Context: an optimization exercise on an open-source flow, tuned for small area. The choices shown serve that exercise and are no tape-out recipe.
Function was checked by simulation only, so behaviour that the tests miss may differ from the original.
Power and IR drop assume default switching activity.

R:
==> flow/design.v <==
package mhpq_pkg;
  localparam int unsigned KeyW   = 32;
  localparam int unsigned EntryW = 8;
  localparam logic [1:0] ST_OK    = 2'd0;
  localparam logic [1:0] ST_FULL  = 2'd1;
  localparam logic [1:0] ST_EMPTY = 2'd2;
endpackage
module max_heap_priority_queue #(
  parameter int unsigned CAPACITY = 128
) (
  input  logic                clk_i,
  input  logic                rst_ni,
  input  logic                start,
  output logic                busy,
  input  logic [32:0]         word_i,
  output logic                done_o,
  output logic [41:0]         result_o
);
  localparam int unsigned HiW = 7;
  localparam int unsigned LoW = 25;
  localparam int unsigned UBits = 2 * CAPACITY;
  typedef enum logic [1:0] {
    S_IDLE  = 2'd0,
    S_UPASS = 2'd1,
    S_LPASS = 2'd2,
    S_OUT   = 2'd3
  } state_e;
  state_e            state_q, state_d;
  logic [7:0]        ph_q;
  logic [7:0]        count_q, count_d;
  logic              rep_q, rep_d;
  logic [HiW-1:0]    hi_q, hi_d;       
  logic [HiW-1:0]    key_hi_q, key_hi_d;
  logic [LoW-1:0]    lo_q, lo_d;       
  logic              ubit_q;           
  logic              ins_q, ins_d;     
  logic [7:0]        zeros_q, zeros_d;
  logic [7:0]        ones_q, ones_d;
  logic [6:0]        r1_q, r1_d, r2_q, r2_d;
  logic [CAPACITY*LoW-1:0] lring_q;
  logic [UBits-1:0]        uring_q;
  logic [LoW-1:0]    l_out, l_in;
  logic              u_out, u_in, u_eff;
  logic              take, empty, in_range, del, u_ins, l_ins, thru;
  logic [6:0]        slot;
  assign l_out = lring_q[CAPACITY*LoW-1 -: LoW];
  assign u_out = uring_q[UBits-1];
  assign slot  = ph_q[6:0];
  assign empty = count_q == 8'd0;
  assign busy = !(state_q == S_IDLE && ph_q == 8'd255);
  assign take = start && !busy;
  assign in_range = !zeros_q[7];
  assign del      = rep_q && (ones_q == count_q - 8'd1);
  assign u_eff    = u_out && !empty && in_range && !del;
  assign u_ins    = !ins_q && in_range && (zeros_q[6:0] == key_hi_q);
  assign l_ins = !ins_q && (slot >= r1_q) && ((slot >= r2_q) || (l_out > lo_q));
  assign thru  = l_ins || ins_q;
  always_comb begin
    state_d  = state_q;
    count_d  = count_q;
    rep_d    = rep_q;
    hi_d     = hi_q;
    key_hi_d = key_hi_q;
    lo_d     = lo_q;
    ins_d    = ins_q;
    zeros_d  = zeros_q;
    ones_d   = ones_q;
    r1_d     = r1_q;
    r2_d     = r2_q;
    u_in     = u_out;
    l_in     = l_out;
    unique case (state_q)
      S_IDLE: begin
        ins_d   = 1'b0;
        zeros_d = '0;
        ones_d  = '0;
        if (take) begin
          rep_d    = word_i[32];
          key_hi_d = {~word_i[31], word_i[30:LoW]};
          lo_d     = word_i[LoW-1:0];
          state_d  = S_UPASS;
          if (!word_i[32] && count_q[7]) begin
            state_d = S_OUT;
          end
          if (word_i[32] && empty) begin
            state_d = S_OUT;
          end
        end
      end
      S_UPASS: begin
        if (u_ins) begin
          u_in  = 1'b1;
          ins_d = 1'b1;
          r1_d  = ones_q[6:0];
        end else if (ins_q) begin
          u_in = ubit_q;
        end else begin
          u_in = u_eff;
        end
        if (u_ins || u_eff) begin
          hi_d = zeros_q[6:0];
        end
        if (!u_eff && in_range) begin
          zeros_d = zeros_q + 8'd1;
          if (zeros_q[6:0] == key_hi_q) begin
            r2_d = ones_q[6:0];
          end
        end
        if (u_eff) begin
          ones_d = ones_q + 8'd1;
        end
        if (ph_q == 8'd255) begin
          state_d = S_LPASS;
          ins_d   = 1'b0;
          if (!rep_q) begin
            count_d = count_q + 8'd1;
          end
        end
      end
      S_LPASS: begin
        if (thru) begin
          l_in = lo_q;
          lo_d = l_out;
          ins_d = 1'b1;
        end
        if (slot == 7'd127) begin
          state_d = S_OUT;
        end
      end
      S_OUT: begin
        if (slot == count_q[6:0] - 7'd1) begin
          state_d = S_IDLE;
        end
      end
      default: begin
        state_d = S_IDLE;
      end
    endcase
  end
  always_ff @(posedge clk_i or negedge rst_ni) begin
    if (!rst_ni) begin
      state_q  <= S_IDLE;
      ph_q     <= '0;
      count_q  <= '0;
      hi_q     <= 7'h40;
    end else begin
      state_q  <= state_d;
      ph_q     <= ph_q + 8'd1;
      count_q  <= count_d;
      hi_q     <= hi_d;
    end
  end
  always_ff @(posedge clk_i) begin
    lring_q  <= {lring_q[(CAPACITY-1)*LoW-1:0], l_in};
    uring_q  <= {uring_q[UBits-2:0], u_in};
    ubit_q   <= u_eff;
    rep_q    <= rep_d;
    key_hi_q <= key_hi_d;
    lo_q     <= lo_d;
    ins_q    <= ins_d;
    zeros_q  <= zeros_d;
    ones_q   <= ones_d;
    r1_q     <= r1_d;
    r2_q     <= r2_d;
  end
  assign done_o   = state_q == S_OUT && slot == count_q[6:0] - 7'd1;
  assign result_o = {empty, !rep_q && !ins_q, ~hi_q[6], hi_q[5:0], l_out & {LoW{!empty}}, count_q};
endmodule
==> flow/config.mk <==
export PLATFORM = sky130hd
export DESIGN_NAME = max_heap_priority_queue
export DESIGN_NICKNAME = max_heap_priority_queue
export VERILOG_FILES = /design/flow/design.v
export SDC_FILE = /design/flow/constraint.sdc
export NUM_CORES = 4
export LEC_CHECK = 0
export CAP_MARGIN = 20
export CORE_MARGIN = 2
export CORE_UTILIZATION = 65
export SLEW_MARGIN = 20
==> flow/constraint.sdc <==
create_clock -name core_clock -period 12.0 [get_ports {clk_i}]
set_input_delay 2.4000 -clock core_clock [delete_from_list [all_inputs] [get_ports {clk_i}]]
set_output_delay 2.4000 -clock core_clock [all_outputs]
set_load 0.01 [all_outputs]
standard.sh (not shown) runs the stock make flow with config.mk's settings and CLKGATE_MAP_FILE= SYNTH_SCRIPT=/design/flow/synth_recipe.tcl, a recipe that flattens the netlist after the stock synthesis.
==> flow/flow/run.sh <==
#!/bin/bash
# The standard layout (standard.sh) with two changes passed through ORFS's own
# variables: the port buffers use the smallest buffer cell, and clock tree
# synthesis uses clkbuf_8 leaf clusters without dummy loads.
set -euo pipefail
export BUFFER_PORTS_ARGS="-buffer_cell sky130_fd_sc_hd__buf_1"
export CTS_ARGS="-sink_clustering_enable -repair_clock_nets -dont_use_dummy_load -buf_list sky130_fd_sc_hd__clkbuf_8 -sink_clustering_size 20 -sink_clustering_max_diameter 60"
bash standard.sh finish > standard_flow.log 2>&1
The following lists how S was set up differently from R:
diff --git a/flow/design.v b/flow/design.v
--- a/flow/design.v
+++ b/flow/design.v
@@ -29,4 +29,5 @@
   logic [7:0]        ph_q;
   logic [7:0]        count_q, count_d;
+  logic              full_q, full_d;
   logic              rep_q, rep_d;
   logic [HiW-1:0]    hi_q, hi_d;       
@@ -59,4 +60,5 @@
     state_d  = state_q;
     count_d  = count_q;
+    full_d   = full_q;
     rep_d    = rep_q;
     hi_d     = hi_q;
@@ -79,6 +81,8 @@
           key_hi_d = {~word_i[31], word_i[30:LoW]};
           lo_d     = word_i[LoW-1:0];
+          full_d   = 1'b0;
           state_d  = S_UPASS;
           if (!word_i[32] && count_q[7]) begin
+            full_d  = 1'b1;
             state_d = S_OUT;
           end
@@ -143,4 +147,5 @@
       ph_q     <= '0;
       count_q  <= '0;
+      full_q   <= 1'b0;
       hi_q     <= 7'h40;
     end else begin
@@ -148,4 +153,5 @@
       ph_q     <= ph_q + 8'd1;
       count_q  <= count_d;
+      full_q   <= full_d;
       hi_q     <= hi_d;
     end
@@ -165,4 +171,4 @@
   end
   assign done_o   = state_q == S_OUT && slot == count_q[6:0] - 7'd1;
-  assign result_o = {empty, !rep_q && !ins_q, ~hi_q[6], hi_q[5:0], l_out & {LoW{!empty}}, count_q};
+  assign result_o = {empty, full_q, ~hi_q[6], hi_q[5:0], l_out & {LoW{!empty}}, count_q};
 endmodule
### Flow results
- S vs R — critical path depth rose 3.
- | total power | R vs S | ≈ equal |
- Total via count after detailed routing (S vs. R) increases slightly
- | global-route usage | S vs R | 0.55 points higher |
- Non-clock buffer count, S and R, higher one = S.
- Area of the die of S exceeds that of R slightly.
- The higher clock latency on the worst-skew pair of S and R is in S.
- Any difference in area of the core between R and S is small enough to ignore.

## afterwards: timing with drivers on the ports
In the flow no input, the clock included, has a driving cell. The finished layouts below were timed again as built, in two steps.
Step 1 assumes that a clkbuf_16 drives the clock port and a buf_2 every other input.
Step 2, shift: input delay + t, output delay - t, t = (earliest + latest rising clock arrival at the registers) / 2. This alone moves slack from input paths to output paths.
Three values: no drivers, after step 1, after step 2; two values: the first two.
run | t, ns | setup WS [ns] | worst setup path after step 2
R | 0.888 | 6.313 / 6.242 / 7.130 | register to output
S | 0.900 | 6.491 / 6.424 / 7.324 | register to output
After both steps every run listed still meets setup and hold.
